This is an optimization exercise on Yosys and OpenROAD, whose aim is small area, a short achievable clock period and few clock cycles per item, not a production implementation. The RTL was checked by simulation tests, not by an equivalence proof against the original design. Power figures rest on the tool's default switching activity, not on a simulated workload.

==> flow/design.v <==
`default_nettype none
package cache_pkg;
    localparam int word_width      = 32;
    localparam int words_per_line  = 4;
    localparam int line_width      = word_width * words_per_line;   
    localparam int num_lines       = 8;
    localparam int index_width     = 3;
    localparam int offset_width    = 2;
    localparam int addr_width      = 30;                             
    localparam int tag_width       = addr_width - index_width - offset_width;
    localparam int line_addr_width = tag_width + index_width;        
    typedef logic [word_width-1:0]  word_t;
    typedef logic [tag_width-1:0]   tag_t;
    typedef logic [index_width-1:0] index_t;
    typedef word_t [words_per_line-1:0] line_t;
    typedef struct packed {
        tag_t                    tag;     
        index_t                  index;
        logic [offset_width-1:0] word;    
    } addr_fields_t;
    typedef union packed {
        logic [addr_width-1:0] flat;
        addr_fields_t          fields;
    } proc_addr_u;
    typedef enum logic [1:0] {
        idle      = 2'd0,
        compare   = 2'd1,
        allocate  = 2'd2,
        writeback = 2'd3
    } cache_state_e;
endpackage
`default_nettype wire
`timescale 1ns/100ps
`default_nettype none
module cache_sel8 (
    input  wire [7:0] s,
    input  wire [7:0] d,
    output wire       y
);
    assign y = |(s & d);
endmodule
`default_nettype wire
`default_nettype none
module cache_idx_dec (
    input  wire [2:0] idx,
    output wire [7:0] dec
);
    for (genvar i = 0; i < 8; i++) begin : g_dec
        assign dec[i] = (idx == i);
    end
endmodule
module cache_tag_match (
    input  wire        valid,
    input  wire [24:0] tag,
    input  wire [24:0] a_tag,
    output wire        match
);
    assign match = valid & (tag == a_tag);
endmodule
`default_nettype wire
`timescale 1ns/100ps
`default_nettype none
module write_back_cache (
    input  wire                                   clk,
    input  wire                                   rst_n,
    input  wire                                   proc_read,
    input  wire                                   proc_write,
    input  wire [cache_pkg::addr_width-1:0]       proc_addr,
    input  wire cache_pkg::word_t                 proc_wdata,
    output wire cache_pkg::word_t                 proc_rdata,
    output wire                                   proc_stall,
    output wire                                   mem_read,
    output wire                                   mem_write,
    output wire [cache_pkg::line_addr_width-1:0]  mem_addr,
    output wire cache_pkg::line_t                 mem_wdata,
    input  wire cache_pkg::line_t                 mem_rdata,
    input  wire                                   mem_ready
);
    localparam int WW = cache_pkg::word_width;
    localparam int LW = cache_pkg::line_width;
    localparam int NL = cache_pkg::num_lines;
    localparam int TW = cache_pkg::tag_width;
    wire  [LW-1:0] mem_line = mem_rdata;     
    logic [NL-1:0][LW-1:0] line_mem;
    logic [NL-1:0][TW-1:0] tag_mem;
    logic [NL-1:0] valid;
    logic [NL-1:0] dirty;
    wire [TW-1:0] a_tag = proc_addr[29:5];
    wire [2:0]    idx   = proc_addr[4:2];
    wire [1:0]    wsel  = proc_addr[1:0];
    wire          req   = proc_read | proc_write;
    localparam int ND = 5;                   
    logic [ND-1:0][NL-1:0] dec;
    for (genvar k = 0; k < ND; k++) begin : g_dec
        cache_idx_dec u_dec (.idx(idx), .dec(dec[k]));
    end
    wire [NL-1:0] idx_dec = dec[0];          
    logic [NL-1:0] line_hit;
    for (genvar i = 0; i < NL; i++) begin : g_match
        cache_tag_match u_match (.valid(valid[i]), .tag(tag_mem[i]), .a_tag(a_tag), .match(line_hit[i]));
    end
    logic          hit;
    logic          v_dirty;                  
    logic [TW-1:0] v_tag;
    logic [LW-1:0] line;
    cache_sel8 u_sel_hit   (.s(dec[0]), .d(line_hit), .y(hit));
    cache_sel8 u_sel_dirty (.s(dec[0]), .d(dirty), .y(v_dirty));
    for (genvar b = 0; b < TW; b++) begin : g_tag
        wire [NL-1:0] col;
        for (genvar i = 0; i < NL; i++) begin : g_col
            assign col[i] = tag_mem[i][b];
        end
        cache_sel8 u_sel (.s(dec[1]), .d(col), .y(v_tag[b]));
    end
    for (genvar b = 0; b < LW; b++) begin : g_line
        wire [NL-1:0] col;
        for (genvar i = 0; i < NL; i++) begin : g_col
            assign col[i] = line_mem[i][b];
        end
        cache_sel8 u_sel (.s(dec[2 + (b % 96) / 32]), .d(col), .y(line[b]));
    end
    assign mem_write = req & ~hit & v_dirty;
    assign mem_read  = req & ~hit & ~v_dirty;
    assign mem_addr  = {v_dirty ? v_tag : a_tag, idx};
    assign mem_wdata = line;
    logic [3:0] wsel_dec;
    always_comb begin
        for (int w = 0; w < 4; w++) begin
            wsel_dec[w] = (wsel == w);
        end
    end
    wire [7:0]     rd_sel = {wsel_dec & {4{mem_ready}}, wsel_dec & {4{~mem_ready}}};
    wire [WW-1:0]  rd_word;
    for (genvar b = 0; b < WW; b++) begin : g_rd
        cache_sel8 u_sel (
            .s (rd_sel),
            .d ({mem_line[96+b], mem_line[64+b], mem_line[32+b], mem_line[b],
                 line[96+b], line[64+b], line[32+b], line[b]}),
            .y (rd_word[b])
        );
    end
    assign proc_stall = ~hit & ~(mem_ready & ~v_dirty);
    assign proc_rdata = rd_word;
    wire fill    = mem_read & mem_ready;
    wire wb_done = mem_write & mem_ready;
    wire store   = proc_write & hit;
    logic [LW-1:0] wbus;
    always_comb begin
        for (int w = 0; w < 4; w++) begin
            wbus[w*WW +: WW] = (proc_write & wsel_dec[w]) ? proc_wdata : mem_line[w*WW +: WW];
        end
    end
    always_ff @(posedge clk) begin
        for (int i = 0; i < NL; i++) begin
            for (int w = 0; w < 4; w++) begin
                if (idx_dec[i] && (fill || (store && wsel_dec[w]))) begin
                    line_mem[i][w*WW +: WW] <= wbus[w*WW +: WW];
                end
            end
            if (idx_dec[i] && fill) begin
                tag_mem[i] <= a_tag;
            end
        end
    end
    always_ff @(posedge clk or negedge rst_n) begin
        if (!rst_n) begin
            valid <= '0;
            dirty <= '0;
        end else begin
            for (int i = 0; i < NL; i++) begin
                if (idx_dec[i]) begin
                    if (fill) begin
                        valid[i] <= 1'b1;
                        dirty[i] <= proc_write;
                    end else if (store) begin
                        dirty[i] <= 1'b1;
                    end else if (wb_done) begin
                        dirty[i] <= 1'b0;
                    end
                end
            end
        end
    end
endmodule
`default_nettype wire
clock: 5.2 ns
lec_check: 0
cap_margin: 20
core_margin: 2
core_utilization: 55
gpl_routability_driven: 1
place_density: 0.75
setup_slack_margin: 0.8
slew_margin: 20
synth_hierarchical: 1
standard.sh (not shown) runs the stock make flow with config.mk's settings and CLKGATE_MAP_FILE= SYNTH_SCRIPT=/design/flow/synth_recipe.tcl, a recipe that flattens the netlist after the stock synthesis.
==> flow/flow/run.sh <==
#!/bin/bash
# Standard ORFS layout (the standard.sh, unchanged synthesis) with these changes:
#  - ports are buffered with sky130_fd_sc_hd__buf_1 (repair may upsize them later)
#  - clock tree built from clkbuf_4/clkbuf_8 with sink clusters of up to 20 within 45 um and no dummy loads
set -euo pipefail
export BUFFER_PORTS_ARGS="-buffer_cell sky130_fd_sc_hd__buf_1"
export CTS_ARGS="-sink_clustering_enable -repair_clock_nets -dont_use_dummy_load -buf_list {sky130_fd_sc_hd__clkbuf_4 sky130_fd_sc_hd__clkbuf_8} -sink_clustering_size 20 -sink_clustering_max_diameter 45"
bash standard.sh cts > standard_cts.log 2>&1 || { tail -50 standard_cts.log; exit 1; }
bash standard.sh SETUP_SLACK_MARGIN=1.0 finish > standard_finish.log 2>&1 || { tail -50 standard_finish.log; exit 1; }
test -f out/final.def
The first run finished clean.
Testbench counts at the start, summed over its fixed seeds: cycles 79,084, accesses 32,000.
Rerun with:
--- a/flow/design.v
+++ b/flow/design.v
@@ -128,15 +128,19 @@
         for (int w = 0; w < 4; w++) begin
             wsel_dec[w] = (wsel == w);
         end
     end
-    wire [7:0]     rd_sel = {wsel_dec & {4{mem_ready}}, wsel_dec & {4{~mem_ready}}};
+    wire [7:0]     rd_sel;
+    for (genvar w = 0; w < 4; w++) begin : g_rd_sel
+        assign rd_sel[2*w]   = wsel_dec[w] & ~mem_ready;
+        assign rd_sel[2*w+1] = wsel_dec[w] & mem_ready;
+    end
     wire [WW-1:0]  rd_word;
     for (genvar b = 0; b < WW; b++) begin : g_rd
         cache_sel8 u_sel (
             .s (rd_sel),
-            .d ({mem_line[96+b], mem_line[64+b], mem_line[32+b], mem_line[b],
-                 line[96+b], line[64+b], line[32+b], line[b]}),
+            .d ({mem_line[96+b], line[96+b], mem_line[64+b], line[64+b],
+                 mem_line[32+b], line[32+b], mem_line[b], line[b]}),
             .y (rd_word[b])
         );
     end
     assign proc_stall = ~hit & ~(mem_ready & ~v_dirty);
Outcome: The new run finished with timing, DRC and antenna clean; die area stays the same; cell area is higher by 0.92%; sequential power barely changes; final cell count rose by 1.0%; count of clock-buffer cells in the layout grows by 2; hold slack gets worse by 0.063 ns; setup slack improved by 0.019 ns; synthesized cell count is unchanged.
Testbench counts after the change, summed over its fixed seeds: cycles 79,084, accesses 32,000.

## afterwards: timing with drivers on the ports
No port has a modelled driver above. Below, the same layouts with a new extraction and two added sets of constraints. Step 1 (the two cells are an assumption about what drives the block):
set clk [get_ports {clk}]
set_driving_cell -lib_cell sky130_fd_sc_hd__clkbuf_16 $clk
set_driving_cell -lib_cell sky130_fd_sc_hd__buf_2 [delete_from_list [all_inputs] $clk]
Step 2 also shifts input and output timing later by t, the mid clock arrival at the registers, as if the neighbouring blocks saw the same clock. a / b / c = ideal / step 1 / step 2; a / b = the first two.
run | t (ns) | setup slack, ns | hold WS [ns] | clock arrival spread, ns | slew at the worst register clock pin (ns)
the first run | 0.825 | 0.856 / 0.793 / 0.435 | 0.397 / 0.397 / 0.464 | 0.112 / 0.111 | 0.11 / 0.11
the second run | 0.811 | 0.875 / 0.772 / 0.720 | 0.334 / 0.344 / 0.460 | 0.150 / 0.150 | 0.11 / 0.11
After both steps setup and hold are still met in every run listed. The setup slack of the first run, which loses most, moves by -0.063 ns with the drivers and by -0.421 ns with both steps.
